What follows belongs to an exercise in optimizing a design on an open flow for small area and a short achievable clock period; a production flow would make more cautious choices.
Function was checked by simulation only, so behaviour that the tests miss may differ from the original.

`flow/config.mk`:
```
export PLATFORM = sky130hd
export DESIGN_NAME = md_sched
export DESIGN_NICKNAME = md_sched
export VERILOG_FILES = /design/flow/design.v
export SDC_FILE = /design/flow/constraint.sdc
export NUM_CORES = 4
export LEC_CHECK = 0
export ABC_AREA = 1
export CAP_MARGIN = 20
export CORE_MARGIN = 2
export CORE_UTILIZATION = 55
export SETUP_SLACK_MARGIN = 2
export SLEW_MARGIN = 20
```
`flow/constraint.sdc`:
```
create_clock -name core_clock -period 80.0 [get_ports {clk}]
set_input_delay 16.0000 -clock core_clock [delete_from_list [all_inputs] [get_ports {clk}]]
set_output_delay 16.0000 -clock core_clock [all_outputs]
set_load 0.01 [all_outputs]
```
`flow/design.v`:
```
module md_sched #(
  parameter int MUL_CYCLES = 5,
  parameter int DIV_CYCLES = 10
) (
  input  logic        clk,
  input  logic        reset,
  input  logic [3:0]  md_op,
  input  logic [31:0] md_a,
  input  logic [31:0] md_b,
  input  logic        d_md_use,
  output logic        busy,
  output logic        md_start,
  output logic        md_stall,
  output logic [31:0] md_rd,
  output logic [31:0] hi,
  output logic [31:0] lo
);
  localparam logic [3:0] OP_MULT  = 4'd1;
  localparam logic [3:0] OP_MULTU = 4'd2;
  localparam logic [3:0] OP_DIV   = 4'd3;
  localparam logic [3:0] OP_DIVU  = 4'd4;
  localparam logic [3:0] OP_MTHI  = 4'd5;
  localparam logic [3:0] OP_MTLO  = 4'd6;
  localparam logic [3:0] OP_MFHI  = 4'd7;
  localparam logic [3:0] OP_MFLO  = 4'd8;
  localparam int W  = 35;
  localparam int BLK = 7;
  function automatic logic [W-1:0] add_cla(input logic [W-1:0] x, input logic [W-1:0] y, input logic ci);
    logic c, cb, gb, pb;
    cb = ci;
    for (int b = 0; b < W; b += BLK) begin
      c  = cb;
      gb = 1'b0;
      pb = 1'b1;
      for (int i = b; i < b + BLK && i < W; i++) begin
        add_cla[i] = x[i] ^ y[i] ^ c;
        c  = (x[i] & y[i]) | (c & (x[i] ^ y[i]));
        gb = (x[i] & y[i]) | ((x[i] ^ y[i]) & gb);
        pb = pb & (x[i] ^ y[i]);
      end
      cb = gb | (pb & cb);
    end
  endfunction
  function automatic logic [W-1:0] booth_pp(input logic [32:0] m, input logic x1, input logic x0, input logic xp);
    logic one, two;
    logic [W-1:0] me, m2;
    one = x0 ^ xp;
    two = (x1 & ~x0 & ~xp) | (~x1 & x0 & xp);
    me  = {{(W-33){m[32]}}, m};
    m2  = {me[W-2:0], 1'b0};
    booth_pp = (({W{one}} & me) | ({W{two}} & m2)) ^ {W{x1}};
  endfunction
  logic [3:0]  cnt;
  logic        dv, sg, nq, qb;
  logic [32:0] M;
  logic [33:0] R;
  logic [31:0] Q;
  logic is_mul, is_div, idle;
  assign is_mul = (md_op == OP_MULT) || (md_op == OP_MULTU);
  assign is_div = (md_op == OP_DIV) || (md_op == OP_DIVU);
  assign idle   = (cnt == 4'd0);
  logic last, first_d, step_d, last_d;
  assign last    = (cnt == 4'd1);
  assign first_d = dv & (cnt == 4'd10);
  assign last_d  = dv & last;
  assign step_d  = dv & ~first_d & ~last;
  logic [W-1:0] A [4];
  logic [W-1:0] S [4];
  logic         x1 [4];
  logic         x0 [4];
  logic         xp [4];
  logic         cx [4];
  logic [3:0]   qd;
  logic [31:0]  qx;
  logic         bn;
  assign bn = M[32];
  assign qx = Q ^ {32{first_d ? (sg & Q[31]) : nq}};
  always_comb begin
    for (int k = 0; k < 4; k++) begin
      x1[k] = 1'b0; x0[k] = 1'b0; xp[k] = 1'b0; cx[k] = 1'b0;
    end
    cx[0] = first_d & sg & Q[31];
    cx[1] = last_d & qb;
    cx[2] = last_d & nq;
    if (!dv) begin
      x1[0] = last ? (sg & qb) : Q[1];
      x0[0] = last ? (sg & qb) : Q[0];
      xp[0] = qb;
    end else if (step_d) begin
      x1[0] = ~(R[33] ^ bn);
      xp[0] = 1'b1;
    end else if (last_d) begin
      x1[0] = R[33] & bn;
      xp[0] = R[33];
    end
    if (first_d)      A[0] = {3'b000, qx};
    else if (step_d)  A[0] = {R, Q[31]};
    else              A[0] = {R[33], R};
    S[0]  = add_cla(A[0], booth_pp(M, x1[0], x0[0], xp[0]), x1[0] | cx[0]);
    qd[0] = ~S[0][W-1];
    for (int k = 1; k < 4; k++) begin
      if (!dv && !last) begin
        x1[k] = Q[2*k+1];
        x0[k] = Q[2*k];
        xp[k] = Q[2*k-1];
      end else if (step_d) begin
        x1[k] = ~(S[k-1][W-1] ^ bn);
        xp[k] = 1'b1;
      end
      if (k == 1 && last)          A[k] = S[0] ^ {W{dv & qb}};
      else if (k == 2 && last)     A[k] = {3'b000, qx};
      else if (!dv)                A[k] = {{2{S[k-1][W-1]}}, S[k-1][W-1:2]};
      else                         A[k] = {S[k-1][W-2:0], Q[31-k]};
      S[k]  = add_cla(A[k], booth_pp(M, x1[k], x0[k], xp[k]), x1[k] | cx[k]);
      qd[k] = ~S[k][W-1];
    end
  end
  always_ff @(posedge clk) begin
    if (reset) begin
      cnt <= 4'd0;
    end else if (idle) begin
      if (is_mul)      cnt <= 4'(MUL_CYCLES);
      else if (is_div) cnt <= 4'(DIV_CYCLES);
    end else begin
      cnt <= cnt - 4'd1;
    end
  end
  always_ff @(posedge clk) begin
    if (idle) begin
      dv <= is_div;
      sg <= (md_op == OP_MULT) || (md_op == OP_DIV);
      nq <= ((md_op == OP_DIV) & md_a[31]) ^ ((md_op == OP_DIV) & md_b[31]);
      qb <= (md_op == OP_DIV) & md_a[31];
      M  <= {((md_op == OP_MULT) || (md_op == OP_DIV)) & md_b[31], md_b};
      Q  <= md_a;
    end else if (!dv) begin
      Q  <= {S[3][1:0], S[2][1:0], S[1][1:0], S[0][1:0], Q[31:8]};
      qb <= Q[7];
    end else if (first_d) begin
      Q  <= S[0][31:0];
    end else if (step_d) begin
      Q  <= {Q[27:0], qd[0], qd[1], qd[2], qd[3]};
    end
  end
  always_ff @(posedge clk) begin
    if (idle | first_d) R <= '0;
    else if (dv)        R <= S[3][33:0];
    else                R <= {S[3][W-1], S[3][W-1:2]};
  end
  always_ff @(posedge clk) begin
    if (reset) begin
      hi <= 32'd0;
      lo <= 32'd0;
    end else if (idle) begin
      if (md_op == OP_MTHI) hi <= md_a;
      if (md_op == OP_MTLO) lo <= md_a;
    end else if (last && !(dv && M == 33'd0)) begin
      hi <= S[1][31:0];
      lo <= S[2][31:0];
    end
  end
  always_comb begin
    busy     = !idle;
    md_start = idle && (is_mul || is_div);
    md_stall = (busy || md_start) && d_md_use;
    md_rd    = 32'd0;
    if (md_op == OP_MFHI)      md_rd = hi;
    else if (md_op == OP_MFLO) md_rd = lo;
  end
endmodule
```
`flow/flow/run.sh`:
```
#!/bin/bash
# Standard layout, with the tool output kept in a log beside it.
bash standard.sh > standard.log 2>&1
```
`flow/standard.sh`:
```
#!/bin/bash
# synth_recipe.tcl (not shown) runs the flow's synth.tcl, then flattens the netlist and writes it again
# the make line also repeats each setting of config.mk as NAME=value (left out here)
make -C /OpenROAD-flow-scripts/flow DESIGN_CONFIG=/design/flow/config.mk WORK_HOME=/design/flow/orfs CLKGATE_MAP_FILE= SYNTH_SCRIPT=/design/flow/synth_recipe.tcl "${@:-finish}"
```
==> run_results.csv, run 1 <==
group,metric,value,unit
worst_setup_path,worstPathCellList,"clkdlybuf4s50_1 -> nand2_1 -> inv_1 -> nor3_1 -> inv_1 -> nand2_1 -> inv_1 -> nand2_1 -> nand2_1 -> inv_1 -> clkdlybuf4s50_1",
drt,drtAntennaViolNets,0,
run_status,run_status,"finished clean",
sta,relSlewSlack,0.312,
synth,synth_compound_gate_area_share,0.220,
worst_setup_path,cp-end-kind,"primary output",
synth,synthAdderAreaFrac,0.198,
sta,period_minus_slack,34.54,ns
synth,syn_area,19300,sq um
worst_setup_path,start_kind,"input pin",
synth,synth_cell_type_count,55,
cts,clk_pin_slew,0.07,ns
drt,wirelength,72.7,mm
synth,yosys.area_share.simple,0.181,
hold_path,hp-class,"register to register",
worst_setup_path,critPathMaxStageDelay,0.75,ns
synth,synth_area_leader_cell,"fa_1",
worst_setup_path,reg2reg_slack,49.07,ns
worst_setup_path,worst-path-buf-inv,6,
synth,ys_ff_latch,171,
flow_run,drv_cap,0,
cts,cts_hold_buf,0,
finish,area_growth,12.6,%
synth,synth-async-reset-ratio,0,
placement,port_buffers,169,
synth,synth_area_leaders,"fa_1, nand2_1, edfxtp_1",
worst_setup_path,critical-path-top-delay-family,"buffers and inverters",
sta,setup_viol,0,
die,initial_utilization,0.559,
synth,synth_top_area_frac,0.123,
cts,numCtsBuffers,17,
synth,synthMuxAreaShare,0.00680,
synth,yosysWarnings,7,
sta,post-route-period-util,0.432,
die,die_w,191,um
drt,remaining_drc_errors,0,
cts,root_buffer,"clkbuf_16",
die,rows,68,
finish,fin_nets,3032,
synth,synth_top_family_by_area,"compound AO/OA/AOI/OAI gates",
die,die-area,36600,sq um
global_routing,grt_pass1_vias,18400,
die,core_area,34500,sq um
synth,synth_most_common_cell,"nand2_1",
die,die_h,191,um
sta,rsz0062_at_grt,"false",
global_routing,grt_overflow_total,0,
sta,tightest_slew,1.03,ns
cts,cts_setup_buffers,0,
placement,dp_hpwl,55.0,mm
cts,clock-sinks,171,
placement,placed_cell_area,21200,sq um
sta,drv_slew,0,
global_routing,antenna_found_initial,5,
synth,avgSynthCellArea,7.24,sq um
cts,clock_path_buffers,2,
drt,vias,20000,
sta,fin_skew,0.0257,ns
sta,max_freq,29.0,MHz
drt,dr.pass1.iters,10,
sta,final-hold-violation-count,0,
worst_setup_path,critPathArrivalTime,18.54,ns
synth,syn_nets,2973,
finish,stdcell_area,21800,sq um
worst_setup_path,path_max_fanout,33,
drt,drt_iter0_drc,2705,
drt,viasPerCell,6.25,
cts,cts-htree-levels,4,
global_routing,grt_start_max_net_pins,94,
cts,cts_resized,0,
placement,gp_congestion,1.00,
synth,synth-edff-count,69,
synth,synthCells,2667,
sta,tns,0,ns
synth,synth_flop_cell,"dfxtp_1",
cts,clock_latency,0.47,ns
global_routing,track_usage,0.395,
cts,cts_tree,"done",
worst_setup_path,path_class,"input pin to primary output",
worst_setup_path,slowest_stage,"inv_1",
synth,synth_commonest_cells,"nand2_1, inv_1, o21ai_0",
synth,synth_xor_xnor_area_share,0.0766,
die,ioPinCount,170,
worst_setup_path,cp.required,64.00,ns
finish,fill_cells,3173,
finish,drive_gt1_frac,0.0489,
drt,wl_per_cell,22.7,um
synth,seq_area_frac_synth,0.213,
global_routing,grt_pass1_wl,109,mm
sequential cells by signal (all words and copies together), names as in the netlist:
signal and cells:
nq 1, hi 32, lo 32, sg 1
dv 1, cnt 4, qb 1, R 34
Q 32, M 33
worst register-to-register path, delay by kind of cell (launching register included):
| kind | cells | cell delay (ns) |
|---|---|---|
| flops | 1 | 0.43 |
| mux | 1 | 0.33 |
| buf+inv | 22 | 4.43 |
| fa+ha+maj | 28 | 11.30 |
| xor+xnor | 4 | 1.22 |
| compound gates | 26 | 4.77 |
| simple gates | 61 | 8.22 |
cell families after synthesis:
group / count (synthesis)
compound gates: 715
xor+xnor: 169
fa+ha+maj: 235
buf+inv: 522
flops: 171
mux: 13
simple gates: 842
metrics by stage:
stage | hold WS (ns) | cells | setup slack (ns) | utilization
floorplan | 0.483 | 2667 | 47.16 | -
global placement | 0.454 | 3161 | 45.62 | 0.613
detailed placement | 0.455 | 3161 | 45.50 | 0.613
CTS | 0.465 | 3193 | 45.49 | 0.629
global route | 0.492 | 3194 | 45.22 | 0.629
finish | 0.462 | 3200 | 45.46 | 0.630
layer usage:
metal  GRT usage  share of wire  wire length, um
met2       0.562           0.41            29800
met3       0.133           0.14            10500
met4       0.156          0.040             2910
met1       0.547           0.41            29500
met5     0.00137        0.00085               62
placed cells by master, fill, tap and decap left out, types with 102 or more instances in the layout:
master           instances
ha_1                   116
xor2_1                 147
fa_1                   119
nand2_1                551
dfxtp_1                102
a21oi_1                133
nor2_1                 128
o21ai_0                306
clkdlybuf4s50_1        169
o22ai_1                120
inv_1                  352
area by class of cell:
| type | count | area [sq um] | area share |
|---|---|---|---|
| clock buffers | 19 | 433 | 0.0199 |
| diodes | 6 | 15.0 | 0.000690 |
| well taps | 455 | 569 | 0.0262 |
| clock inverters | 13 | 93.8 | 0.00431 |
| inverters | 361 | 1360 | 0.0625 |
| multi-input cells | 1974 | 13200 | 0.608 |
| repair buffers | 201 | 1950 | 0.0897 |
| flip-flops and latches | 171 | 4110 | 0.189 |
final timing paths:
kind	startpoint	to	cells past startpoint
hold reg to reg	lo[31]$_SDFFE_PP0P_	lo[31]$_SDFFE_PP0P_	2
setup reg to reg	dv$_DFFE_PP_	Q[0]$_DFFE_PP_	142
hold / removal	lo[31]$_SDFFE_PP0P_	lo[31]$_SDFFE_PP0P_	2
setup / recovery	md_op[0]	md_stall	11
==> run 2: changes to the inputs <==
==> flow/run.sh (new file) <==
#!/bin/bash
# synth_recipe.tcl (not shown) runs the flow's synth.tcl, then flattens the netlist and writes it again
# the make line also repeats each setting of config.mk as NAME=value (left out here)
make -C /OpenROAD-flow-scripts/flow DESIGN_CONFIG=/design/flow/config.mk WORK_HOME=/design/flow/orfs CLKGATE_MAP_FILE= SYNTH_SCRIPT=/design/flow/synth_recipe.tcl finish
removed: flow/flow/run.sh
removed: flow/standard.sh
==> run 2 against run 1 <==
  * Largest cell class unchanged
  * Highest routed layer unchanged
  * Critical path type unchanged
  * Synthesized cell count is the same
  * First-iteration DRC count stayed put
  * Sequential share of layout area stayed put
==> run_results.csv, run 2 <==
group,metric,value,unit
run_status,run_status,"finished clean",
finish,mostFrequentLayoutCells,"nand2_1, inv_1, o21ai_0",
finish,largest_register_ffs,34,
drt,drt_iter0_drc,2705,
synth,syn_area,19300,sq um
drt,vias,20000,
synth,synthCells,2667,
synth,synth_flop_cell,"dfxtp_1",
synth,synth_cell_type_count,55,
finish,fin_cells,3200,
placement,port_buffers,169,
drt,wirelength,72.7,mm
drt,drtAntennaViolNets,0,
synth,yosysWarnings,7,
flow_run,drv_cap,0,
placement,gp_congestion,1.00,
sta,fin_skew,0.0257,ns
drt,viasPerCell,6.25,
cts,clk_pin_slew,0.07,ns
worst_setup_path,path_max_fanout,33,
hold_path,min_from,"lo[31]$_SDFFE_PP0P_",
synth,synth_area_leaders,"fa_1, nand2_1, edfxtp_1",
synth,synth_top_area_frac,0.123,
finish,reg.largest.list,"R (34), M (33)",
drt,dr.pass1.iters,10,
global_routing,grt_pass1_wl,109,mm
placement,dp_hpwl,55.0,mm
worst_setup_path,r2r_cells,142,
sta,drv_slew,0,
worst_setup_path,path_class,"input pin to primary output",
global_routing,track_usage,0.395,
global_routing,grt_overflow_total,0,
worst_setup_path,start_kind,"input pin",
worst_setup_path,reg2reg_from,"dv$_DFFE_PP_",
sta,tightest_slew,1.03,ns
sta,post-route-period-util,0.432,
sta,period_minus_slack,34.54,ns
die,die_w,191,um
worst_setup_path,critPathArrivalTime,18.54,ns
synth,syn_nets,2973,
sta,max_freq,29.0,MHz
cts,cts-htree-levels,4,
sta,relSlewSlack,0.312,
die,die_h,191,um
finish,final_common_cell,"nand2_1",
sta,tns,0,ns
sta,setup_viol,0,
die,initial_utilization,0.559,
die,ioPinCount,170,
global_routing,grt_start_max_net_pins,94,
finish,area_growth,12.6,%
synth,synth_most_common_cell,"nand2_1",
die,core_area,34500,sq um
cts,cts_resized,0,
synth,ys_ff_latch,171,
hold_path,min_to,"lo[31]$_SDFFE_PP0P_",
cts,cts_setup_buffers,0,
finish,regMostFlops,"R",
global_routing,grt_pass1_vias,18400,
synth,avgSynthCellArea,7.24,sq um
cts,numCtsBuffers,17,
worst_setup_path,reg2reg_to,"Q[0]$_DFFE_PP_",
drt,wl_per_cell,22.7,um
worst_setup_path,cp-end-kind,"primary output",
synth,synth_commonest_cells,"nand2_1, inv_1, o21ai_0",
cts,clock_latency,0.47,ns
drt,remaining_drc_errors,0,
synth,seq_area_frac_synth,0.213,
cts,clock-sinks,171,
worst_setup_path,reg2reg_slack,49.07,ns
sta,final-hold-violation-count,0,
finish,drive_gt1_frac,0.0489,
die,die-area,36600,sq um
worst_setup_path,cp.required,64.00,ns
hold_path,hp-class,"register to register",
sta,rsz0062_at_grt,"false",
hold_path,hold-path-cell-count,2,
cts,cts_hold_buf,0,
synth,synth_area_leader_cell,"fa_1",
cts,cts_tree,"done",
die,rows,68,
global_routing,antenna_found_initial,5,
cts,root_buffer,"clkbuf_16",
cts,clock_path_buffers,2,
synth,synth-edff-count,69,
placement,placed_cells,3161,
finish,fin_nets,3032,
synth,synth-async-reset-ratio,0,
[run 2: cell counts after synthesis]
No cell type changed its count.
[run 2: layout make-up]
cell class,count,area (sq um)
Tap cell,455,569
Fill cell,3173,12800
Clock inverter,13,93.8
Sequential cell,171,4110
Timing Repair Buffer,201,1950
Inverter,361,1360
Clock buffer,19,433
Antenna cell,6,15.0
Multi-Input combinational cell,1974,13200
[run 2: cells by family after synthesis]
logic type / synth area share
AOI/OAI and AO/OA: 0.220
xor gates and xnor gates: 0.0766
adders and majority gates: 0.198
buffers and inverters: 0.104
DFF: 0.213
muxes: 0.00680
and+or+nand+nor: 0.181
[run 2: worst max-delay path by stage]
stage	from	end	cells past startpoint
final	md_op[0]	md_stall	11
after global routing	md_op[0]	md_stall	11
after CTS	md_op[0]	md_stall	11
after detailed placement	md_op[0]	md_stall	11
after global placement	md_op[1]	md_stall	11
after floorplan	md_op[2]	md_rd[10]	5
[run 2: per-layer routing]
metal | GRT usage | share of wire | vias to the layer above
li1 | - | - | 9021
met1 | 0.547 | 0.41 | 9386
met2 | 0.562 | 0.41 | 1375
met3 | 0.133 | 0.14 | 218
met4 | 0.156 | 0.040 | 8
met5 | 0.00137 | 0.00085 | -
[run 2: critical path: stages]
cell,delay [ns]
clkdlybuf4s50_1,0.53
nand2_1,0.10
inv_1,0.75
nor3_1,0.11
inv_1,0.14
nand2_1,0.10
inv_1,0.14
nand2_1,0.09
nand2_1,0.08
inv_1,0.03
clkdlybuf4s50_1,0.46
[run 2: metrics by stage]
step | setup slack [ns] | hold slack [ns] | util | cell area [sq um]
after floorplan | 47.16 | 0.483 | - | 19300
after global placement | 45.62 | 0.454 | 0.613 | 21200
after detailed placement | 45.50 | 0.455 | 0.613 | 21200
after CTS | 45.49 | 0.465 | 0.629 | 21700
after global routing | 45.22 | 0.492 | 0.629 | 21700
final | 45.46 | 0.462 | 0.630 | 21800
==> run 3: changes to the inputs <==
--- a/flow/design.v
+++ b/flow/design.v
@@ -53,5 +53,6 @@
   logic [3:0]  cnt;
+  logic        bsy;
   logic        dv, sg, nq, qb;
-  logic [32:0] M;
-  logic [33:0] R;
+  logic [31:0] M;
+  logic [32:0] R;
   logic [31:0] Q;
@@ -60,3 +61,3 @@
   assign is_div = (md_op == OP_DIV) || (md_op == OP_DIVU);
-  assign idle   = (cnt == 4'd0);
+  assign idle   = ~bsy;
   logic last, first_d, step_d, last_d;
@@ -75,3 +76,3 @@
   logic         bn;
-  assign bn = M[32];
+  assign bn = sg & M[31];
   assign qx = Q ^ {32{first_d ? (sg & Q[31]) : nq}};
@@ -89,12 +90,12 @@
     end else if (step_d) begin
-      x1[0] = ~(R[33] ^ bn);
+      x1[0] = ~(R[32] ^ bn);
       xp[0] = 1'b1;
     end else if (last_d) begin
-      x1[0] = R[33] & bn;
-      xp[0] = R[33];
+      x1[0] = R[32] & bn;
+      xp[0] = R[32];
     end
     if (first_d)      A[0] = {3'b000, qx};
-    else if (step_d)  A[0] = {R, Q[31]};
-    else              A[0] = {R[33], R};
-    S[0]  = add_cla(A[0], booth_pp(M, x1[0], x0[0], xp[0]), x1[0] | cx[0]);
+    else if (step_d)  A[0] = {R[32], R, Q[31]};
+    else              A[0] = {{2{R[32]}}, R};
+    S[0]  = add_cla(A[0], booth_pp({bn, M}, x1[0], x0[0], xp[0]), x1[0] | cx[0]);
     qd[0] = ~S[0][W-1];
@@ -113,3 +114,3 @@
       else                         A[k] = {S[k-1][W-2:0], Q[31-k]};
-      S[k]  = add_cla(A[k], booth_pp(M, x1[k], x0[k], xp[k]), x1[k] | cx[k]);
+      S[k]  = add_cla(A[k], booth_pp({bn, M}, x1[k], x0[k], xp[k]), x1[k] | cx[k]);
       qd[k] = ~S[k][W-1];
@@ -120,3 +121,5 @@
       cnt <= 4'd0;
+      bsy <= 1'b0;
     end else if (idle) begin
+      bsy <= is_mul | is_div;
       if (is_mul)      cnt <= 4'(MUL_CYCLES);
@@ -124,2 +127,3 @@
     end else begin
+      bsy <= ~last;
       cnt <= cnt - 4'd1;
@@ -133,3 +137,3 @@
       qb <= (md_op == OP_DIV) & md_a[31];
-      M  <= {((md_op == OP_MULT) || (md_op == OP_DIV)) & md_b[31], md_b};
+      M  <= md_b;
       Q  <= md_a;
@@ -146,4 +150,4 @@
     if (idle | first_d) R <= '0;
-    else if (dv)        R <= S[3][33:0];
-    else                R <= {S[3][W-1], S[3][W-1:2]};
+    else if (dv)        R <= S[3][32:0];
+    else                R <= S[3][W-1:2];
   end
@@ -156,3 +160,3 @@
       if (md_op == OP_MTLO) lo <= md_a;
-    end else if (last && !(dv && M == 33'd0)) begin
+    end else if (last && !(dv && M == 32'd0)) begin
       hi <= S[1][31:0];
@@ -164,3 +168,3 @@
     md_start = idle && (is_mul || is_div);
-    md_stall = (busy || md_start) && d_md_use;
+    md_stall = (bsy || is_mul || is_div) && d_md_use;
     md_rd    = 32'd0;
--- a/flow/config.mk
+++ b/flow/config.mk
@@ -10,3 +10,3 @@
 export CORE_MARGIN = 2
-export CORE_UTILIZATION = 55
+export CORE_UTILIZATION = 35
 export SETUP_SLACK_MARGIN = 2
==> run 3 against run 2 <==
  * Final cell count up 7.7%
  * Final area up 0.38%
  * Die area up 54%
  * Non-clock buffer count down 2
  * Global-route usage down 13 points
  * Clock skew down 0.0090 ns
  * Core utilization down 22 points
  * First-iteration DRC count down 25%
  * Setup slack worse by 0.0010 ns
  * Synthesized cell count up 0.37%
==> run_results.csv, run 3 <==
group,metric,value,unit
synth,synth_flop_cell,"dfxtp_1",
worst_setup_path,worstPathCellList,"clkdlybuf4s50_1 -> nand2_1 -> inv_1 -> nand2_1 -> o22ai_1 -> clkdlybuf4s50_1",
finish,fin_cells,3445,
cts,numCtsBuffers,17,
sta,tightest_slew,1.04,ns
worst_setup_path,critPathMaxStageDelay,0.61,ns
synth,seq_area_frac_synth,0.214,
finish,fin_nets,3042,
sta,timing.final.ws_setup,45.46,ns
finish,drive_gt1_frac,0.0429,
sta,fin_skew,0.0167,ns
synth,avgSynthCellArea,7.14,sq um
worst_setup_path,critical-path-top-delay-family,"buffers and inverters",
sta,rsz0062_at_grt,"false",
drt,dr.pass1.iters,5,
die,core_area,53900,sq um
worst_setup_path,cp.required,64.00,ns
finish,regMostFlops,"R",
synth,synth_most_common_cell,"nand2_1",
sta,final-hold-violation-count,0,
sta,tns,0,ns
cts,cts_resized,0,
global_routing,grt_pass1_wl,114,mm
die,ioPinCount,170,
finish,final_common_cell,"nand2_1",
drt,wirelength,75.2,mm
global_routing,grt_overflow_total,0,
worst_setup_path,slowest_stage,"clkdlybuf4s50_1",
worst_setup_path,path_max_fanout,23,
worst_setup_path,cp-end-kind,"primary output",
worst_setup_path,path_class,"input pin to primary output",
sta,relSlewSlack,0.304,
finish,fill_cells,5523,
global_routing,grt_pass1_vias,18500,
synth,synth_area_leader_cell,"fa_1",
synth,synth-edff-count,68,
die,die_h,238,um
synth,syn_area,19100,sq um
synth,synth_commonest_cells,"nand2_1, inv_1, o21ai_0",
cts,cts_tree,"done",
finish,antenna_cells,0,
worst_setup_path,critPathArrivalTime,18.54,ns
drt,drt_iter0_drc,2031,
cts,clock_latency,0.51,ns
hold_path,hp-class,"register to register",
sta,period_minus_slack,34.54,ns
run_status,run_status,"finished clean",
sta,max_freq,28.9,MHz
global_routing,antenna_found_initial,2,
synth,synth-async-reset-ratio,0,
global_routing,track_usage,0.267,
synth,synthCells,2677,
die,rows,85,
cts,cts_hold_buf,0,
drt,drtAntennaViolNets,0,
synth,synth_area_leaders,"fa_1, nand2_1, dfxtp_1",
synth,syn_nets,2983,
cts,root_buffer,"clkbuf_16",
flow_run,drv_cap,0,
global_routing,grt_start_max_net_pins,94,
global_routing,grt-busiest-layer,"met2",
sta,whs,0.474,ns
placement,dpl_worst_slack,45.46,ns
cts,cts-htree-levels,4,
worst_setup_path,worst-path-buf-inv,3,
die,die-area,56500,sq um
die,die_w,238,um
global_routing,use_met3,0.0700,
global_routing,globalRouteMet1Util,0.371,
drt,wl_per_cell,21.8,um
cts,cts_setup_buffers,0,
cts,clk_pin_slew,0.07,ns
synth,yosysWarnings,7,
synth,synth_top_area_frac,0.125,
cts,clock-sinks,170,
cts,clock_path_buffers,2,
synth,synth_cell_type_count,52,
finish,largest_register_ffs,33,
synth,ys_ff_latch,170,
placement,gp_congestion,0.945,
placement,dp_hpwl,59.4,mm
placement,port_buffers,169,
worst_setup_path,start_kind,"input pin",
die,initial_utilization,0.355,
global_routing,use_met2,0.400,
sta,setup_viol,0,
finish,mostFrequentLayoutCells,"nand2_1, inv_1, o21ai_0",
drt,viasPerCell,5.57,
drt,remaining_drc_errors,0,
finish,area_growth,14.2,%
drt,vias,19200,
sta,drv_slew,0,
sta,post-route-period-util,0.432,
placement,placed_cells,3413,
-- run 3: cell types whose count changed in the layout (fill, tap and decap cells not counted), sizes merged, moves of 12 or more --
cell | before | now
inv | 360 | 373
nor2 | 134 | 120
o22ai | 150 | 133
a31oi | 36 | 24
o21ai | 307 | 340
nand2 | 565 | 577
a21oi | 133 | 158
-- run 3: cell families after synthesis --
group / synth area share
AO/OA/AOI/OAI: 0.223
XOR/XNOR: 0.0756
adder cells (fa/ha/maj): 0.200
buffers and inverters: 0.106
flip-flops: 0.214
multiplexers: 0.00523
AND/OR/NAND/NOR: 0.176
-- run 3: worst register-to-register path, delay by kind of cell, from the launching register on --
kind	cells	cell delay (ns)
AOI/OAI and AO/OA	23	3.75
buffers and inverters	26	5.74
xor gates and xnor gates	4	1.01
adders and majority gates	29	11.06
DFF	1	0.35
and+or+nand+nor	61	7.62
-- run 3: worst paths after layout --
path                       startpoint             endpoint  slack, ns  depth (start not counted)
setup reg to reg  cnt[0]$_SDFFE_PP0N_       Q[0]$_DFFE_PP_      50.25                        143
hold / removal    lo[22]$_SDFFE_PP0P_  lo[22]$_SDFFE_PP0P_       0.47                          2
hold reg to reg   lo[22]$_SDFFE_PP0P_  lo[22]$_SDFFE_PP0P_       0.47                          2
setup / recovery             md_op[1]            md_rd[27]      45.46                          6
-- run 3: layer usage --
| metal | vias up | part of all wire |
|---|---|---|
| met1 | 9053 | 0.44 |
| met3 | 113 | 0.11 |
| met4 | 4 | 0.029 |
| li1 | 9027 | - |
| met5 | - | 0.00041 |
| met2 | 980 | 0.43 |
-- run 3: final cells by class --
class                           count  area (sq um)  area share
Multi-Input combinational cell   1979         13000       0.597
Inverter                          369          1390      0.0637
Clock inverter                     13           109     0.00498
Clock buffer                       19           433      0.0198
Tap cell                          696           871      0.0399
Sequential cell                   170          4080       0.187
Timing Repair Buffer              199          1920      0.0878
-- run 3: metrics by stage --
step / area [sq um] / utilization
3_5_place_dp: 21300 / 0.395
4_1_cts: 21800 / 0.405
2_1_floorplan: 19100 / -
3_3_place_gp: 21300 / 0.395
5_1_grt: 21800 / 0.405
6_report: 21800 / 0.405
==> run 4: changes to the inputs <==
==> flow/flow/run.sh (new file) <==
#!/bin/bash
# The standard layout, except that the port buffers are the smallest buffer cell.
export BUFFER_PORTS_ARGS="-buffer_cell sky130_fd_sc_hd__buf_1"
bash standard.sh > standard.log 2>&1
==> flow/standard.sh (new file) <==
#!/bin/bash
# synth_recipe.tcl (not shown) runs the flow's synth.tcl, then flattens the netlist and writes it again
# the make line also repeats each setting of config.mk as NAME=value (left out here)
make -C /OpenROAD-flow-scripts/flow DESIGN_CONFIG=/design/flow/config.mk WORK_HOME=/design/flow/orfs CLKGATE_MAP_FILE= SYNTH_SCRIPT=/design/flow/synth_recipe.tcl "${@:-finish}"
--- a/flow/config.mk
+++ b/flow/config.mk
@@ -11,2 +11,3 @@
 export CORE_UTILIZATION = 35
+export CTS_BUF_LIST = sky130_fd_sc_hd__clkbuf_4 sky130_fd_sc_hd__clkbuf_8
 export SETUP_SLACK_MARGIN = 2
removed: flow/run.sh
==> run 4 against run 3 <==
  * Core utilization decreased by 2.3 points
  * Global-route usage decreased by 0.78 points
  * Highest routed layer unchanged
==> run_results.csv, run 4 <==
group,metric,value,unit
sta,relSlewSlack,0.302,
drt,drt_iter0_drc,2246,
drt,drtAntennaViolNets,0,
synth,synth_area_leaders,"fa_1, nand2_1, dfxtp_1",
finish,drive_gt1_frac,0.0444,
synth,synth_xor_xnor_area_share,0.0756,
synth,avgSynthCellArea,7.14,sq um
sta,tightest_slew,1.04,ns
drt,wirelength,73.5,mm
synth,synthAdderAreaFrac,0.200,
sta,setup_viol,0,
cts,cts_tree,"done",
sta,timing.final.ws_setup,46.22,ns
placement,dpl_worst_slack,46.26,ns
drt,vias,19100,
synth,seq_area_frac_synth,0.214,
die,ioPinCount,170,
sta,period_minus_slack,33.78,ns
cts,root_buffer,"clkbuf_8",
synth,synth_top_area_frac,0.125,
synth,synthCells,2677,
synth,syn_nets,2983,
synth,synth_flop_cell,"dfxtp_1",
die,core_area,53900,sq um
global_routing,grt_pass1_wl,111,mm
synth,syn_area,19100,sq um
synth,synth_cell_type_count,52,
cts,numCtsBuffers,17,
drt,wl_per_cell,21.3,um
global_routing,grt_pass1_vias,18100,
finish,fill_cells,5778,
global_routing,grt_overflow_total,0,
drt,viasPerCell,5.55,
placement,placed_cells,3413,
cts,clk_pin_slew,0.10,ns
cts,clock_latency,0.57,ns
worst_setup_path,start_kind,"input pin",
hold_path,hp-class,"register to register",
cts,clock_path_buffers,2,
global_routing,track_usage,0.259,
die,die_h,238,um
worst_setup_path,cp.required,64.00,ns
drt,remaining_drc_errors,0,
synth,yosysWarnings,7,
cts,clock-sinks,170,
finish,largest_register_ffs,33,
finish,antenna_cells,0,
finish,fin_cells,3445,
synth,synthMuxAreaShare,0.00523,
flow_run,drv_cap,0,
cts,cts-htree-levels,4,
worst_setup_path,path_class,"input pin to primary output",
die,initial_utilization,0.355,
sta,tns,0,ns
hold_path,hold-path-cell-count,2,
placement,port_buffers,169,
cts,cts_resized,0,
synth,synth_most_common_cell,"nand2_1",
synth,synth-async-reset-ratio,0,
sta,max_freq,29.6,MHz
worst_setup_path,r2r_cells,143,
worst_setup_path,critPathArrivalTime,17.78,ns
run_status,run_status,"finished clean",
finish,area_growth,7.68,%
drt,dr.pass1.iters,7,
finish,final_util,0.382,
sta,fin_skew,0.0190,ns
sta,final-hold-violation-count,0,
synth,synth_top_family_by_area,"compound AO/OA/AOI/OAI gates",
sta,drv_slew,0,
synth,synth_compound_gate_area_share,0.223,
worst_setup_path,path_max_fanout,23,
synth,synth_commonest_cells,"nand2_1, inv_1, o21ai_0",
synth,synth-edff-count,68,
finish,fin_nets,3042,
finish,mostFrequentLayoutCells,"nand2_1, inv_1, o21ai_0",
cts,cts_hold_buf,0,
sta,post-route-period-util,0.422,
cts,cts_setup_buffers,0,
global_routing,antenna_found_initial,3,
finish,final_common_cell,"nand2_1",
sta,rsz0062_at_grt,"false",
finish,regMostFlops,"R",
placement,dp_hpwl,58.1,mm
synth,ys_ff_latch,170,
die,die_w,238,um
synth,synth_area_leader_cell,"fa_1",
worst_setup_path,cp-end-kind,"primary output",
synth,yosys.area_share.simple,0.176,
die,rows,85,
global_routing,grt_start_max_net_pins,101,
placement,gp_congestion,0.961,
die,die-area,56500,sq um
run 4: cell counts after synthesis:
Identical to the previous run, type by type.
run 4: through the flow:
stage	hold slack (ns)	instance area (sq um)
4_1_cts	0.473	20600
2_1_floorplan	0.445	19100
3_3_place_gp	0.454	20200
6_report	0.475	20600
3_5_place_dp	0.459	20200
5_1_grt	0.497	20600
run 4: cells by family after synthesis:
logic type / after synthesis
compound gates: 743
xor+xnor: 165
fa+ha+maj: 235
buf+inv: 528
flops: 170
mux: 10
simple gates: 826
run 4: path summary, 6_finish.rpt:
check / start / to / slack [ns]
max: md_op[1] / md_rd[6] / 46.22
min: lo[23]$_SDFFE_PP0P_ / lo[23]$_SDFFE_PP0P_ / 0.47
max reg2reg: cnt[0]$_SDFFE_PP0N_ / Q[0]$_DFFE_PP_ / 51.07
min reg2reg: lo[23]$_SDFFE_PP0P_ / lo[23]$_SDFFE_PP0P_ / 0.47
run 4: final cells by class:
| type | count | area, sq um | area share |
|---|---|---|---|
| clock buffers | 19 | 249 | 0.0121 |
| clock inverters | 13 | 108 | 0.00522 |
| inverters | 369 | 1390 | 0.0676 |
| multi-input cells | 1979 | 13000 | 0.633 |
| flip-flops and latches | 170 | 4080 | 0.198 |
| well taps | 696 | 871 | 0.0423 |
| repair buffers | 199 | 860 | 0.0417 |
run 4: critical path, cell delays in order:
cell	delay (ns)
buf_1	0.17
nand2_1	0.13
inv_1	0.59
nand2_1	0.42
o22ai_1	0.27
buf_1	0.18
run 4: routing by layer:
layer  wire length [um]  part of all wire  track usage
met5                 37           0.00050            0
met4               2240             0.030       0.0869
met3               7300             0.099       0.0557
met2              31100              0.42        0.391
met1              32800              0.45        0.366
==> run 5: changes to the inputs <==
--- a/flow/design.v
+++ b/flow/design.v
@@ -54,3 +54,4 @@
   logic        bsy;
-  logic        dv, sg, nq, qb;
+  logic        dv, sg, qb;
+  logic        nq;
   logic [31:0] M;
@@ -77,2 +78,3 @@
   assign bn = sg & M[31];
+  assign nq = dv & (qb ^ bn);
   assign qx = Q ^ {32{first_d ? (sg & Q[31]) : nq}};
@@ -135,3 +137,2 @@
       sg <= (md_op == OP_MULT) || (md_op == OP_DIV);
-      nq <= ((md_op == OP_DIV) & md_a[31]) ^ ((md_op == OP_DIV) & md_b[31]);
       qb <= (md_op == OP_DIV) & md_a[31];
==> flow/flow/run.sh (replaced) <==
#!/bin/bash
# The standard layout, except that:
#  - the port buffers are the smallest buffer cell;
#  - timing repair aims at a 33 ns period (80 ns clock less a 47 ns margin), which only the
#    paths from inputs to outputs (fixed 16 ns + 16 ns I/O delays) come near.
export BUFFER_PORTS_ARGS="-buffer_cell sky130_fd_sc_hd__buf_1"
bash standard.sh SETUP_SLACK_MARGIN=47 finish > standard.log 2>&1
--- a/flow/config.mk
+++ b/flow/config.mk
@@ -12,3 +12,2 @@
 export CTS_BUF_LIST = sky130_fd_sc_hd__clkbuf_4 sky130_fd_sc_hd__clkbuf_8
-export SETUP_SLACK_MARGIN = 2
 export SLEW_MARGIN = 20
==> run 5 against run 4 <==
  * Final area rose by 1.7%
  * First-iteration DRC count fell by 10%
  * Area after synthesis down 0.10%
  * Global-route usage increased by 0.29 points
  * Via count is 1.8% higher
  * Critical path type unchanged
==> run_results.csv, run 5 <==
group,metric,value,unit
sta,max_freq,30.3,MHz
synth,syn_area,19100,sq um
sta,post-route-period-util,0.413,
global_routing,grt_start_max_net_pins,169,
sta,rsz0062_at_grt,"true",
finish,regMostFlops,"R",
cts,clock_path_buffers,2,
die,core_area,53900,sq um
synth,synthCells,2686,
worst_setup_path,critPathArrivalTime,17.03,ns
synth,synth_compound_gate_area_share,0.221,
drt,vias,19500,
finish,area_growth,9.57,%
flow_run,drv_cap,0,
drt,wirelength,74.8,mm
synth,synthAdderAreaFrac,0.201,
cts,clock-sinks,169,
global_routing,grt_pass1_wl,112,mm
synth,avgSynthCellArea,7.11,sq um
drt,dr.pass1.iters,6,
global_routing,grt_pass1_vias,18400,
worst_setup_path,start_kind,"input pin",
synth,synth_top_family_by_area,"compound AO/OA/AOI/OAI gates",
die,die_h,238,um
cts,cts_hold_buf,0,
synth,ys_ff_latch,169,
synth,synth_most_common_cell,"nand2_1",
synth,synth_area_leaders,"fa_1, nand2_1, dfxtp_1",
drt,drt_iter0_drc,2019,
die,initial_utilization,0.354,
synth,synth_cell_type_count,49,
finish,mostFrequentLayoutCells,"nand2_1, inv_1, o21ai_0",
global_routing,antenna_found_initial,3,
cts,cts_tree,"done",
placement,dp_hpwl,58.5,mm
sta,whs,0.471,ns
synth,synth_commonest_cells,"nand2_1, inv_1, o21ai_0",
sta,relSlewSlack,0.256,
global_routing,grt_overflow_total,0,
cts,root_buffer,"clkbuf_8",
finish,fin_nets,3064,
synth,yosysWarnings,7,
drt,remaining_drc_errors,0,
cts,clk_pin_slew,0.09,ns
synth,seq_area_frac_synth,0.212,
hold_path,hp-class,"register to register",
cts,cts-htree-levels,4,
sta,final-hold-violation-count,0,
finish,antenna_cells,0,
finish,fill_cells,5678,
finish,drive_gt1_frac,0.0577,
drt,viasPerCell,5.61,
die,die-area,56500,sq um
drt,wl_per_cell,21.6,um
finish,final_common_cell,"nand2_1",
synth,yosys.area_share.simple,0.179,
sta,drv_slew,0,
drt,drtAntennaViolNets,0,
die,rows,85,
synth,synth_top_area_frac,0.125,
worst_setup_path,path_max_fanout,3,
worst_setup_path,cp-end-kind,"primary output",
synth,syn_nets,2992,
finish,largest_register_ffs,33,
worst_setup_path,cp.required,64.00,ns
synth,synth_flop_cell,"dfxtp_1",
run_status,run_status,"finished clean",
synth,synth-edff-count,67,
synth,synth_xor_xnor_area_share,0.0779,
placement,gp_congestion,0.966,
global_routing,track_usage,0.262,
sta,fin_skew,0.0295,ns
synth,synthMuxAreaShare,0.00419,
cts,numCtsBuffers,17,
sta,setup_viol,0,
placement,port_buffers,169,
synth,synth_area_leader_cell,"fa_1",
sta,period_minus_slack,33.03,ns
synth,synth-async-reset-ratio,0,
die,die_w,238,um
worst_setup_path,path_class,"input pin to primary output",
sta,tns,0,ns
sta,tightest_slew,1.10,ns
die,ioPinCount,170,
cts,clock_latency,0.58,ns
run 5: area by class of cell:
type / count / area [sq um] / share of cell area
clock inverter: 15 / 189 / 0.00902
tap: 696 / 871 / 0.0416
clock buffer: 17 / 234 / 0.0112
multi-input combinational: 1994 / 13200 / 0.630
timing repair buffer: 211 / 1020 / 0.0488
timing repair inverter: 1 / 7.51 / 0.000359
sequential: 169 / 4060 / 0.194
inverter: 364 / 1380 / 0.0657
run 5: path summary, 6_finish.rpt:
kind                                           from                   to  slack [ns]  depth (start not counted)
worst min-delay path            lo[15]$_SDFFE_PP0P_  lo[15]$_SDFFE_PP0P_        0.47                          2
worst max register to register  cnt[0]$_SDFFE_PP0N_       Q[0]$_DFFE_PP_       51.10                        143
worst min register to register  lo[15]$_SDFFE_PP0P_  lo[15]$_SDFFE_PP0P_        0.47                          2
worst max-delay path                       md_op[2]             md_start       46.97                          8
run 5: repair_timing:
item                                    4_1_cts  5_1_grt
endpoints found under the setup margin       34       34
pin swaps                                     4        9
cloned                                        2        1
setup buffers                                 6        4
gates resized for setup                      23       20
run 5: per-layer routing:
layer,wire length (um),global-route usage,part of all wire
met2,32200,0.398,0.43
met3,7930,0.0597,0.11
met4,2170,0.0903,0.029
met1,32500,0.365,0.43
met5,13,0,0.00017
run 5: cell families (layout without fill, tap and decap cells):
family,after synthesis,after routing
and+or+nand+nor,842,843
xor gates and xnor gates,170,170
adders and majority gates,235,235
AOI/OAI and AO/OA,738,738
muxes,8,8
DFF,169,169
buffers and inverters,524,608
run 5: per-stage QoR:
| step | instance area (sq um) | std cells | util | setup WS [ns] |
|---|---|---|---|---|
| 6_report | 20900 | 3467 | 0.388 | 46.97 |
| 5_1_grt | 20900 | 3467 | 0.388 | 46.93 |
| 4_1_cts | 20800 | 3462 | 0.387 | 47.00 |
| 3_5_place_dp | 20300 | 3422 | 0.376 | 46.47 |
| 3_3_place_gp | 20300 | 3422 | 0.376 | 46.56 |
| 2_1_floorplan | 19100 | 2686 | - | 47.16 |
run 5: worst max-delay path, cell delays in order:
cell and delay [ns]:
buf_2 0.14, inv_4 0.08, nor2_4 0.21, nand2_1 0.10, nand2_2 0.12, inv_2 0.07
a21oi_2 0.17, buf_2 0.15
==> run 6: changes to the inputs <==
--- a/flow/config.mk
+++ b/flow/config.mk
@@ -11,3 +11,2 @@
 export CORE_UTILIZATION = 35
-export CTS_BUF_LIST = sky130_fd_sc_hd__clkbuf_4 sky130_fd_sc_hd__clkbuf_8
 export SLEW_MARGIN = 20
==> run 6 against run 5 <==
  * Final area rose by 0.84%
  * Maximum frequency barely moved
  * Flip-flop and latch count did not move
  * First-iteration DRC count barely moved
  * Non-clock buffer count did not move
  * Clock-buffer cell count rose by 3
  * Highest routed layer is now met4
  * Routed wire length barely moved
  * Synthesized cell count did not move
==> run_results.csv, run 6 <==
group,metric,value,unit
cts,clock-sinks,169,
global_routing,track_usage,0.262,
finish,register_area,4060,sq um
worst_setup_path,critPathArrivalTime,17.03,ns
finish,fin_nets,3064,
sta,max_freq,30.3,MHz
synth,synthCells,2686,
finish,stdcell_area,21100,sq um
die,initial_utilization,0.354,
global_routing,grt_pass1_vias,18400,
sta,timing.final.ws_setup,46.97,ns
worst_setup_path,worstPathCellList,"buf_2 -> inv_4 -> nor2_4 -> nand2_1 -> nand2_2 -> inv_2 -> a21oi_2 -> buf_2",
worst_setup_path,start_kind,"input pin",
drt,wirelength,74.9,mm
placement,gp_congestion,0.966,
finish,area_growth,10.5,%
worst_setup_path,critPathMaxStageDelay,0.20,ns
sta,tns,0,ns
cts,cts-htree-levels,4,
synth,synthMuxAreaShare,0.00419,
cts,cts_tree,"done",
cts,root_buffer,"clkbuf_16",
synth,yosysWarnings,7,
synth,synth_xor_xnor_area_share,0.0779,
placement,dpl_worst_slack,46.47,ns
hold_path,hp-class,"register to register",
sta,setup_viol,0,
drt,drtAntennaViolNets,0,
placement,port_buffers,169,
synth,yosys.area_share.simple,0.179,
flow_run,drv_cap,0,
synth,ys_ff_latch,169,
drt,wl_per_cell,21.6,um
synth,syn_area,19100,sq um
placement,dp_hpwl,58.5,mm
worst_setup_path,path_max_fanout,3,
sta,fin_skew,0.0193,ns
cts,clock_path_buffers,2,
placement,placed_cell_area,20300,sq um
finish,largest_register_ffs,33,
synth,synth_area_leaders,"fa_1, nand2_1, dfxtp_1",
run_status,run_status,"finished clean",
sta,drv_slew,0,
drt,dr.pass1.iters,5,
cts,clock_latency,0.50,ns
finish,regMostFlops,"R",
die,die_h,238,um
synth,synth_compound_gate_area_share,0.221,
drt,viasPerCell,5.61,
worst_setup_path,cp-end-kind,"primary output",
synth,seq_area_frac_synth,0.212,
cts,numCtsBuffers,17,
finish,drive_gt1_frac,0.0577,
synth,avgSynthCellArea,7.11,sq um
synth,synth-async-reset-ratio,0,
sta,tightest_slew,1.05,ns
sta,post-route-period-util,0.413,
synth,synth_area_leader_cell,"fa_1",
global_routing,grt_pass1_wl,112,mm
die,rows,85,
global_routing,antenna_found_initial,2,
synth,synth_top_area_frac,0.125,
worst_setup_path,slowest_stage,"nor2_4",
global_routing,grt_start_max_net_pins,169,
finish,antenna_cells,0,
synth,synthAdderAreaFrac,0.201,
synth,synth-edff-count,67,
finish,mostFrequentLayoutCells,"nand2_1, inv_1, o21ai_0",
sta,period_minus_slack,33.03,ns
drt,remaining_drc_errors,0,
synth,synth_cell_type_count,49,
sta,final-hold-violation-count,0,
drt,vias,19500,
finish,fill_cells,5671,
synth,synth_commonest_cells,"nand2_1, inv_1, o21ai_0",
die,ioPinCount,170,
drt,drt_iter0_drc,2020,
synth,synth_most_common_cell,"nand2_1",
die,die_w,238,um
synth,syn_nets,2992,
synth,synth_top_family_by_area,"compound AO/OA/AOI/OAI gates",
die,die-area,56500,sq um
cts,clk_pin_slew,0.07,ns
sta,relSlewSlack,0.292,
global_routing,grt_overflow_total,0,
worst_setup_path,path_class,"input pin to primary output",
synth,synth_flop_cell,"dfxtp_1",
worst_setup_path,cp.required,64.00,ns
sta,rsz0062_at_grt,"true",
die,core_area,53900,sq um
finish,final_common_cell,"nand2_1",
finish,multi_input_area,13200,sq um
worst_setup_path,path_common_cell,"buf_2",
[run 6: worst max-delay path: cells and delay by family]
kind / cells / cell delay (ns)
buffers and inverters: 4 / 0.45
and+or+nand+nor: 3 / 0.42
AOI/OAI and AO/OA: 1 / 0.17
[run 6: area by class of cell]
cell class | instances | share of cell area
clock inverter | 12 | 0.00468
timing repair buffer | 211 | 0.0484
clock buffer | 20 | 0.0237
sequential | 169 | 0.192
multi-input combinational | 1994 | 0.624
tap | 696 | 0.0412
inverter | 364 | 0.0652
timing repair inverter | 1 | 0.000356
[run 6: metrics by stage]
step                      cells  hold WS, ns   util
after floorplan            2686        0.445      -
after global placement     3422        0.452  0.376
after detailed placement   3422        0.460  0.376
after CTS                  3462        0.470  0.390
after global routing       3467        0.485  0.392
final                      3467        0.466  0.392
[run 6: cells by family after synthesis]
| logic type | count (synthesis) |
|---|---|
| simple gates | 842 |
| mux | 8 |
| fa+ha+maj | 235 |
| buf+inv | 524 |
| compound gates | 738 |
| xor+xnor | 170 |
| flops | 169 |
[run 6: per-layer routing]
metal | global-route usage | vias to the layer above | routed length, um
met3 | 0.0592 | 120 | 7730
met4 | 0.0820 | 0 | 2090
met5 | 0 | - | 0
met1 | 0.366 | 9217 | 32800
met2 | 0.401 | 1055 | 32300
li1 | - | 9068 | -
[run 6: path summary, 6_finish.rpt]
path | slack, ns | startpoint | depth (start not counted) | endpoint
setup / recovery | 46.97 | md_op[2] | 8 | md_start
hold / removal | 0.47 | lo[15]$_SDFFE_PP0P_ | 2 | lo[15]$_SDFFE_PP0P_
setup reg to reg | 51.19 | cnt[0]$_SDFFE_PP0N_ | 143 | Q[0]$_DFFE_PP_
hold reg to reg | 0.47 | lo[15]$_SDFFE_PP0P_ | 2 | lo[15]$_SDFFE_PP0P_
[run 6: what timing repair did]
item | in CTS | in global routing
hold buffers | 0 | 0
resized for setup | 23 | 20
buffers inserted | 6 | 4
pin swaps | 4 | 9
gates cloned | 2 | 1
setup endpoints to repair | 34 | 34
==> run 7: changes to the inputs <==
--- a/flow/config.mk
+++ b/flow/config.mk
@@ -11,2 +11,3 @@
 export CORE_UTILIZATION = 35
+export CTS_BUF_LIST = sky130_fd_sc_hd__clkbuf_8
 export SLEW_MARGIN = 20
==> run 7 against run 6 <==
  * Clock-buffer cell count down 3
  * Critical endpoint unchanged
  * Non-clock buffer count stayed put
  * Final cell count unchanged
  * Highest routed layer is now met5
  * Core utilization fell by 0.33 points
  * Area after synthesis unchanged
  * Global-route usage about the same
==> run_results.csv, run 7 <==
group,metric,value,unit
run_status,run_status,"finished clean",
cts,clock-sinks,169,
drt,drtAntennaViolNets,0,
synth,syn_area,19100,sq um
drt,viasPerCell,5.61,
worst_setup_path,start_kind,"input pin",
finish,fin_cells,3467,
sta,drv_slew,0,
cts,clock_latency,0.58,ns
synth,synth_area_leaders,"fa_1, nand2_1, dfxtp_1",
placement,placed_cells,3422,
hold_path,hp-class,"register to register",
synth,synth_area_leader_cell,"fa_1",
sta,rsz0062_at_grt,"true",
sta,setup_viol,0,
worst_setup_path,path_class,"input pin to primary output",
cts,numCtsBuffers,17,
finish,regMostFlops,"R",
finish,antenna_cells,0,
die,die_h,238,um
drt,drt_iter0_drc,2019,
die,core_area,53900,sq um
worst_setup_path,path_max_fanout,3,
synth,synthCells,2686,
drt,remaining_drc_errors,0,
sta,tightest_slew,1.10,ns
drt,wl_met2,32.2,mm
sta,period_minus_slack,33.03,ns
synth,synth-edff-count,67,
placement,dp_hpwl,58.5,mm
sta,max_freq,30.3,MHz
cts,cts_hold_buf,0,
cts,cts_tree,"done",
finish,final_util,0.388,
synth,yosysWarnings,7,
global_routing,antenna_found_initial,3,
sta,relSlewSlack,0.256,
finish,fin_nets,3064,
synth,synth_most_common_cell,"nand2_1",
sta,fin_skew,0.0295,ns
die,ioPinCount,170,
sta,post-route-period-util,0.413,
finish,largest_register_ffs,33,
drt,wl_met3,7.93,mm
placement,port_buffers,169,
global_routing,grt_overflow_total,0,
die,initial_utilization,0.354,
global_routing,track_usage,0.262,
cts,clk_pin_slew,0.09,ns
cts,cts-htree-levels,4,
synth,synth_commonest_cells,"nand2_1, inv_1, o21ai_0",
worst_setup_path,cp.required,64.00,ns
drt,top_layer,"met5",
cts,root_buffer,"clkbuf_8",
worst_setup_path,cp-end-kind,"primary output",
die,rows,85,
global_routing,grt_pass1_wl,112,mm
drt,dr.pass1.iters,6,
flow_run,drv_cap,0,
drt,wirelength,74.8,mm
synth,avgSynthCellArea,7.11,sq um
synth,syn_nets,2992,
finish,drive_gt1_frac,0.0577,
die,die-area,56500,sq um
sta,final-hold-violation-count,0,
finish,area_growth,9.57,%
synth,ys_ff_latch,169,
synth,synth_top_area_frac,0.125,
synth,seq_area_frac_synth,0.212,
placement,gp_congestion,0.966,
drt,vias,19500,
global_routing,grt_pass1_vias,18400,
sta,tns,0,ns
synth,synth-async-reset-ratio,0,
finish,final_common_cell,"nand2_1",
drt,wl_met1,32.5,mm
cts,clock_path_buffers,2,
drt,wl_per_cell,21.6,um
synth,synth_cell_type_count,49,
synth,synth_flop_cell,"dfxtp_1",
die,die_w,238,um
finish,mostFrequentLayoutCells,"nand2_1, inv_1, o21ai_0",
worst_setup_path,critPathArrivalTime,17.03,ns
global_routing,grt_start_max_net_pins,169,
run 7: cell counts after synthesis:
Identical to the previous run, type by type.
run 7: layer usage:
layer  vias to the layer above  GRT usage
met5                         -          0
met4                         2     0.0903
met3                       121     0.0597
met2                      1067      0.398
met1                      9205      0.365
li1                       9067          -
run 7: worst max-delay path, cell delays in order:
cell and delay (ns):
buf_2 0.14, inv_4 0.08, nor2_4 0.21, nand2_1 0.10, nand2_2 0.12, inv_2 0.07, a21oi_2 0.17, buf_2 0.15
run 7: layout make-up:
| cell class | count | area, sq um |
|---|---|---|
| multi-input cells | 1994 | 13200 |
| clock inverters | 15 | 189 |
| repair inverters | 1 | 7.51 |
| inverters | 364 | 1380 |
| repair buffers | 211 | 1020 |
| fillers | 5678 | 33000 |
| clock buffers | 17 | 234 |
| flip-flops and latches | 169 | 4060 |
| well taps | 696 | 871 |
run 7: logic make-up after synthesis:
| kind of cell | Yosys count | synth area share |
|---|---|---|
| AO/OA/AOI/OAI | 738 | 0.221 |
| XOR/XNOR | 170 | 0.0779 |
| adder cells (fa/ha/maj) | 235 | 0.201 |
| buffers and inverters | 524 | 0.104 |
| flip-flops | 169 | 0.212 |
| multiplexers | 8 | 0.00419 |
| AND/OR/NAND/NOR | 842 | 0.179 |
run 7: path summary, 6_finish.rpt:
check / startpoint / end / slack (ns) / cells past startpoint
max: md_op[2] / md_start / 46.97 / 8
min: lo[15]$_SDFFE_PP0P_ / lo[15]$_SDFFE_PP0P_ / 0.47 / 2
max reg2reg: cnt[0]$_SDFFE_PP0N_ / Q[0]$_DFFE_PP_ / 51.10 / 143
min reg2reg: lo[15]$_SDFFE_PP0P_ / lo[15]$_SDFFE_PP0P_ / 0.47 / 2
run 7: repair_timing:
item | 4_1_cts | 5_1_grt
setup endpoints to repair | 34 | 34
gates cloned | 2 | 1
pin swaps | 4 | 9
setup buffers | 6 | 4
resized for setup | 23 | 20
run 7: per-stage QoR:
stage / hold slack (ns) / cell area, sq um / setup WS, ns
4_1_cts: 0.474 / 20800 / 47.00
2_1_floorplan: 0.445 / 19100 / 47.16
5_1_grt: 0.489 / 20900 / 46.93
3_5_place_dp: 0.460 / 20300 / 46.47
3_3_place_gp: 0.452 / 20300 / 46.56
6_report: 0.471 / 20900 / 46.97
==> run 8: changes to the inputs <==
==> flow/flow/run.sh (replaced) <==
#!/bin/bash
# The standard layout, except that:
#  - the port buffers are the smallest buffer cell;
#  - timing repair aims at a 33.4 ns period (80 ns clock less a 46.6 ns margin), which only the
#    paths from inputs to outputs (fixed 16 ns + 16 ns I/O delays) come near.
export BUFFER_PORTS_ARGS="-buffer_cell sky130_fd_sc_hd__buf_1"
bash standard.sh SETUP_SLACK_MARGIN=46.6 finish > standard.log 2>&1
--- a/flow/config.mk
+++ b/flow/config.mk
@@ -11,3 +11,3 @@
 export CORE_UTILIZATION = 35
-export CTS_BUF_LIST = sky130_fd_sc_hd__clkbuf_8
+export CTS_BUF_LIST = sky130_fd_sc_hd__clkbuf_4 sky130_fd_sc_hd__clkbuf_8
 export SLEW_MARGIN = 20
==> run 8 against run 7 <==
  * Worst hold slack barely moved
  * Critical endpoint is now md_stall
  * Critical path depth rose by 1
  * Clock skew rose by 0.0058 ns
  * Routed wire length fell by 1.4%
  * Still clean
  * Critical path type unchanged
==> run_results.csv, run 8 <==
group,metric,value,unit
drt,drtAntennaViolNets,0,
cts,root_buffer,"clkbuf_8",
worst_setup_path,reg2reg_from,"cnt[0]$_SDFFE_PP0N_",
synth,synth-edff-count,67,
die,initial_utilization,0.354,
synth,yosysWarnings,7,
synth,synth_commonest_cells,"nand2_1, inv_1, o21ai_0",
die,die_h,238,um
synth,seq_area_frac_synth,0.212,
synth,synth-async-reset-ratio,0,
cts,numCtsBuffers,17,
worst_setup_path,r2r_cells,143,
finish,mostFrequentLayoutCells,"nand2_1, inv_1, o21ai_0",
finish,antenna_cells,0,
finish,regMostFlops,"R",
finish,fin_nets,3051,
global_routing,antenna_found_initial,2,
synth,syn_nets,2992,
synth,synth_flop_cell,"dfxtp_1",
placement,dpl_worst_slack,46.47,ns
synth,synth_cell_type_count,49,
global_routing,track_usage,0.260,
synth,synth_area_leaders,"fa_1, nand2_1, dfxtp_1",
worst_setup_path,cp-end-kind,"primary output",
drt,dr.pass1.iters,6,
sta,tns,0,ns
hold_path,hold-path-cell-count,2,
worst_setup_path,worstPathCellList,"buf_1 -> nor2_1 -> o21ai_1 -> nand2_1 -> nor2_1 -> inv_1 -> nand2_1 -> inv_1 -> buf_1",
global_routing,grt_pass1_vias,18300,
synth,synth_area_leader_cell,"fa_1",
cts,clock_latency,0.59,ns
drt,viasPerCell,5.58,
drt,drt_iter0_drc,2153,
cts,cts_tree,"done",
sta,max_freq,30.0,MHz
sta,post-route-period-util,0.416,
worst_setup_path,start_kind,"input pin",
drt,remaining_drc_errors,0,
cts,clock-sinks,169,
global_routing,grt_overflow_total,0,
sta,timing.final.ws_setup,46.72,ns
worst_setup_path,cp.required,64.00,ns
die,core_area,53900,sq um
cts,cts_setup_buffers,0,
worst_setup_path,worst-path-buf-inv,4,
placement,gp_congestion,0.966,
sta,setup_viol,0,
flow_run,drv_cap,0,
worst_setup_path,critPathMaxStageDelay,0.27,ns
worst_setup_path,path_class,"input pin to primary output",
cts,cts-htree-levels,4,
synth,ys_ff_latch,169,
cts,clock_path_buffers,2,
placement,placed_cells,3422,
synth,avgSynthCellArea,7.11,sq um
die,die-area,56500,sq um
placement,port_buffers,169,
die,die_w,238,um
sta,rsz0062_at_grt,"true",
worst_setup_path,critPathArrivalTime,17.28,ns
cts,clk_pin_slew,0.10,ns
finish,largest_register_ffs,33,
worst_setup_path,slowest_stage,"o21ai_1",
worst_setup_path,reg2reg_to,"Q[0]$_DFFE_PP_",
synth,synthCells,2686,
finish,drive_gt1_frac,0.0453,
drt,wirelength,73.7,mm
hold_path,min_from,"lo[15]$_SDFFE_PP0P_",
sta,drv_slew,0,
run_status,run_status,"finished clean",
finish,final_common_cell,"nand2_1",
die,ioPinCount,170,
finish,area_growth,8.47,%
drt,vias,19300,
worst_setup_path,path_max_fanout,5,
synth,synth_most_common_cell,"nand2_1",
placement,dp_hpwl,58.5,mm
finish,fin_cells,3454,
global_routing,grt_start_max_net_pins,169,
cts,cts_hold_buf,0,
sta,relSlewSlack,0.289,
hold_path,min_to,"lo[15]$_SDFFE_PP0P_",
hold_path,hp-class,"register to register",
synth,synth_top_area_frac,0.125,
sta,final-hold-violation-count,0,
worst_setup_path,reg2reg_slack,51.21,ns
global_routing,grt_pass1_wl,112,mm
sta,fin_skew,0.0354,ns
sta,tightest_slew,1.05,ns
sta,period_minus_slack,33.28,ns
worst_setup_path,critical-path-top-delay-family,"simple AND/OR/NAND/NOR gates",
die,rows,85,
drt,wl_per_cell,21.3,um
synth,syn_area,19100,sq um
## run 8: area by class of cell
class	count	area, sq um
Inverter	364	1370
Timing Repair Buffer	200	880
Multi-Input combinational cell	1993	13100
Sequential cell	169	4060
Clock inverter	15	189
Tap cell	696	871
Fill cell	5698	33200
Clock buffer	17	234
## run 8: metrics by stage
| stage | instance area (sq um) | util | hold slack (ns) |
|---|---|---|---|
| 3_5_place_dp | 20300 | 0.376 | 0.460 |
| 6_report | 20700 | 0.384 | 0.471 |
| 4_1_cts | 20700 | 0.384 | 0.474 |
| 3_3_place_gp | 20300 | 0.376 | 0.452 |
| 5_1_grt | 20700 | 0.384 | 0.489 |
| 2_1_floorplan | 19100 | - | 0.445 |
## run 8: what timing repair did
item / CTS / global route
resized for setup: 1 / 3
endpoints found under the hold margin: 0 / 0
setup endpoints to repair: 32 / 33
pin swaps: 0 / 0
## run 8: metal layers
metal  vias up  wire length (um)  GRT usage
met5         -                13          0
met4         2              1950     0.0835
met3        94              7720     0.0567
met2      1024             31300      0.394
met1      9100             32800      0.367
li1       9046                 -          -
## run 8: tightest hold or removal path: cells and delay by family (launching register included)
kind / cells / cell delay, ns
buffers and inverters: 1 / 0.06
AO/OA/AOI/OAI: 1 / 0.05
flip-flops: 1 / 0.32
## run 8: worst max-delay path by stage
| stage | from | end | depth (start not counted) |
|---|---|---|---|
| floorplan | md_op[2] | md_rd[10] | 5 |
| global placement | md_op[1] | md_rd[25] | 5 |
| detailed placement | md_op[1] | md_rd[18] | 5 |
| CTS | md_op[1] | md_rd[31] | 6 |
| global route | md_op[1] | md_rd[24] | 6 |
| finish | md_op[0] | md_stall | 9 |
## run 8: kinds of logic after synthesis
kind of cell               Yosys count  synth area share
muxes                                8           0.00419
adders and majority gates          235             0.201
xor gates and xnor gates           170            0.0779
DFF                                169             0.212
and+or+nand+nor                    842             0.179
AOI/OAI and AO/OA                  738             0.221
buffers and inverters              524             0.104

==> port drivers added, routing unchanged <==
How much do the figures lean on ideal ports? The routed layouts below were timed once more, with nothing changed but the port constraints. Step 1 assumes that a clkbuf_16 drives the clock port and a buf_2 every other input. Step 2 also shifts input and output timing later by t, the mid clock arrival at the registers, as if the neighbouring blocks saw the same clock. Slacks: no drivers / after step 1 / after step 2; pairs: no drivers / after step 1.
| run | t (ns) | slack for setup (ns) | worst setup path at the end | clock arrival spread, ns |
|---|---|---|---|---|
| run 1 | 0.514 | 45.458 / 45.432 / 45.432 | input to output | 0.025 / 0.026 |
| run 2 | 0.514 | 45.458 / 45.432 / 45.432 | input to output | 0.025 / 0.026 |
| run 3 | 0.564 | 45.457 / 45.432 / 45.432 | input to output | 0.017 / 0.016 |
| run 4 | 0.619 | 46.222 / 46.198 / 46.198 | input to output | 0.019 / 0.019 |
| run 5 | 0.621 | 46.965 / 46.943 / 46.943 | input to output | 0.029 / 0.030 |
| run 6 | 0.551 | 46.969 / 46.946 / 46.946 | input to output | 0.019 / 0.020 |
| run 7 | 0.621 | 46.965 / 46.943 / 46.943 | input to output | 0.029 / 0.030 |
| run 8 | 0.625 | 46.720 / 46.683 / 46.683 | input to output | 0.036 / 0.035 |
After both steps setup and hold are still met in every run listed. The setup slack of run 8, which loses most, moves by -0.037 ns with the drivers and by -0.037 ns with both steps.
